What follows belongs to an exercise in optimizing a design on an open flow for small area, a short achievable clock period and few clock cycles; a production flow would make more cautious choices. Function was checked by simulation only, so behaviour that the tests miss may differ from the original.

## JK
Design rc_channel_conditioner, start of the top module:
module rc_channel_conditioner (
  input  wire                                   clk_i,
  input  wire                                   rst_ni,
  input  wire                                   cfg_valid_i,
  output logic                                  cfg_ready_o,
  input  wire  [rcc_pkg::CFG_INDEX_BITS-1:0]    cfg_index_i,
  input  wire  [rcc_pkg::CFG_DATA_BITS-1:0]     cfg_data_i,
  input  wire                                   in_valid_i,
  output logic                                  in_ready_o,
  input  wire  [rcc_pkg::CH_BITS-1:0]           channel_index_i,
  input  wire  [rcc_pkg::SAMPLE_BITS-1:0]       raw_value_i,
  input  wire                                   fail_safe_i,
  output logic                                  out_valid_o,
  input  wire                                   out_ready_i,
  output logic signed [rcc_pkg::VALUE_BITS-1:0] conditioned_value_o,
  output logic                                  rising_edge_o,
  output logic                                  falling_edge_o,
  output logic                                  zero_span_o
);
clock: 11.0 ns
lec_check: 0
cap_margin: 20
core_margin: 2
core_utilization: 35
setup_slack_margin: 5
slew_margin: 20
run.sh (not shown) runs the stock make flow with config.mk's settings and CLKGATE_MAP_FILE= SYNTH_SCRIPT=/design/flow/synth_recipe.tcl, a recipe that flattens the netlist after the stock synthesis.
Testbench counts of JK, summed over its fixed seeds: cycles 12,326.
The following lists how MS was set up differently from JK:
--- a/flow/design.v
+++ b/flow/design.v
@@ -57,38 +57,36 @@
         3'd2: inv_q <= cfg_data_i[3:0];
         3'd3: sl_q  <= cfg_data_i[15:0];
         3'd4: sh_q  <= cfg_data_i[15:0];
         3'd5: tl_q  <= cfg_data_i[10:0];
         3'd6: th_q  <= cfg_data_i[10:0];
         default: ;
       endcase
     end
   end
+  logic        spos_q;     
+  logic        sdiv_q;     
+  logic [3:0]  neg_q;      
   logic [15:0] s_q;        
-  logic        spos_q;     
   logic [15:0] nsl_q;      
-  logic [3:0]  neg_q;      
-  logic [3:0]  zs_q;       
   logic        cfg_hold;
   always_ff @(posedge clk_i or negedge rst_ni) begin
     if (!rst_ni) cfg_hold <= 1'b1;
     else         cfg_hold <= cfg_valid_i;
   end
   logic [16:0] s_full;
   assign s_full = {sh_q[15], sh_q} - {sl_q[15], sl_q};
-  always_ff @(posedge clk_i) begin
-    s_q    <= s_full[15:0];
+  assign s_q    = s_full[15:0];
+  assign nsl_q  = 16'd0 - sl_q;
+  always_ff @(posedge clk_i) begin
     spos_q <= !s_full[16] && (s_full[15:0] != 16'd0);
-    nsl_q  <= 16'd0 - sl_q;
-    for (int i = 0; i < 4; i++) begin
-      neg_q[i] <= (hi_q[i] < lo_q[i]);
-      zs_q[i]  <= (hi_q[i] == lo_q[i]);
-    end
+    sdiv_q <= !s_full[16] && (s_full[15:1] != 15'd0);
+    for (int i = 0; i < 4; i++) neg_q[i] <= (hi_q[i] < lo_q[i]);
   end
   logic [3:0] msb;
   logic [2:0] grp0;
   always_comb begin
     msb = 4'd0;
     for (int i = 0; i < 16; i++) if (s_q[i]) msb = 4'(i);
   end
   assign grp0 = msb[0] ? msb[3:1] : (msb[3:1] - 3'd1);
   logic        in_v, in_st, in_fs, in_zs, in_nz, in_go;
@@ -103,19 +101,19 @@
   logic [15:0] aq, cq;
   logic        pv, p_st, p_fs, p_zs;
   logic [3:0]  p_ch;
   logic        out_v;
   logic [15:0] oval;
   logic        orise, ofall, ozs;
   logic [15:0] zq;
   logic in_ng, in_sat, in_last, out_free, p_can, run, step, st_done;
   logic ns_direct, ns_hold, fire, in_leave;
-  assign in_ng   = !in_fs && spos_q && !in_zs && in_nz && !in_d[11] && in_dmn[11] && (msb != 4'd0);
+  assign in_ng   = !in_fs && sdiv_q && !in_zs && in_nz && !in_d[11] && in_dmn[11];
   assign in_sat  = spos_q && !in_zs && in_nz && !in_d[11] && !in_dmn[11];
   assign in_last = !in_ng || (cnt == 3'd0);
   assign out_free  = !out_v || out_ready_i;
   assign p_can     = !pv || out_free;
   assign run       = in_v && in_st && p_can;
   assign step      = run && in_ng;
   assign st_done   = run && in_last;
   assign ns_direct = in_v && !in_st && !pv && out_free;
   assign ns_hold   = in_v && !in_st && !pv && !out_free;
@@ -144,19 +142,19 @@
     end else begin
       in_v <= in_ready_o ? in_valid_i : (in_v && !in_leave);
     end
   end
   always_ff @(posedge clk_i) begin
     if (in_ready_o) begin
       in_st   <= (channel_index_i[3:2] == 2'b00);
       in_ch   <= channel_index_i;
       in_fs   <= fail_safe_i;
-      in_zs   <= zs_q[idx];
+      in_zs   <= (lo == hi);
       in_nz   <= (raw_value_i != lo);
       in_d    <= (channel_index_i[3:2] == 2'b00) ? dsg : {1'b0, raw_value_i};
       in_nn   <= nn;
       in_dmn  <= dmn;
       in_dm2n <= dm2n;
       in_go   <= 1'b0;
       cnt     <= grp0;
       bq      <= s_q[{grp0, 1'b0} +: 2];
     end else if (step) begin
Findings:
- MS was carried through to the last stage, and its layout satisfied the timing, design-rule and antenna checks.
- Looking at JK and MS, the clock latency on the worst-skew pair is a wash.
- Looking at fraction of area in multi-input gates across JK and MS, the one that comes out lower is JK.
- MS against JK: final cell count fell by 237, number of global-route vias before repair fell by 6.5%, fmax fell by 4.7%.
- Worst hold margin, JK and MS: larger value in JK
- Between MS and JK, it is MS whose synthesized cell count is lower, by 7.6%.
- Via count: lower on MS
Testbench counts of MS, summed over its fixed seeds: cycles 12,326.

==> afterwards: timing with drivers on the ports <==
No port has a modelled driver above. Below, the same layouts with a new extraction and two added sets of constraints.
Step 1 sets driving cells, clkbuf_16 on the clock port and buf_2 on the other inputs (assumed; they add their load-dependent delay and slew).
Step 2 also shifts input and output timing later by t, the mid clock arrival at the registers, as if the neighbouring blocks saw the same clock.
Slacks: no drivers / after step 1 / after step 2; pairs: no drivers / after step 1.
| run | shift t [ns] | setup slack, ns | hold WS [ns] | clock arrival spread, ns | pins driven straight from the clock port |
|---|---|---|---|---|---|
| JK | 0.615 | 5.188 / 5.127 / 4.570 | 0.487 / 0.487 / 0.487 | 0.023 / 0.023 | 1 |
| MS | 0.601 | 4.902 / 4.902 / 4.552 | 0.436 / 0.436 / 0.436 | 0.031 / 0.031 | 1 |
After both steps setup and hold are still met in every run listed. For JK, which loses most, drivers alone change the setup slack by -0.061 ns; drivers and shift together by -0.618 ns.
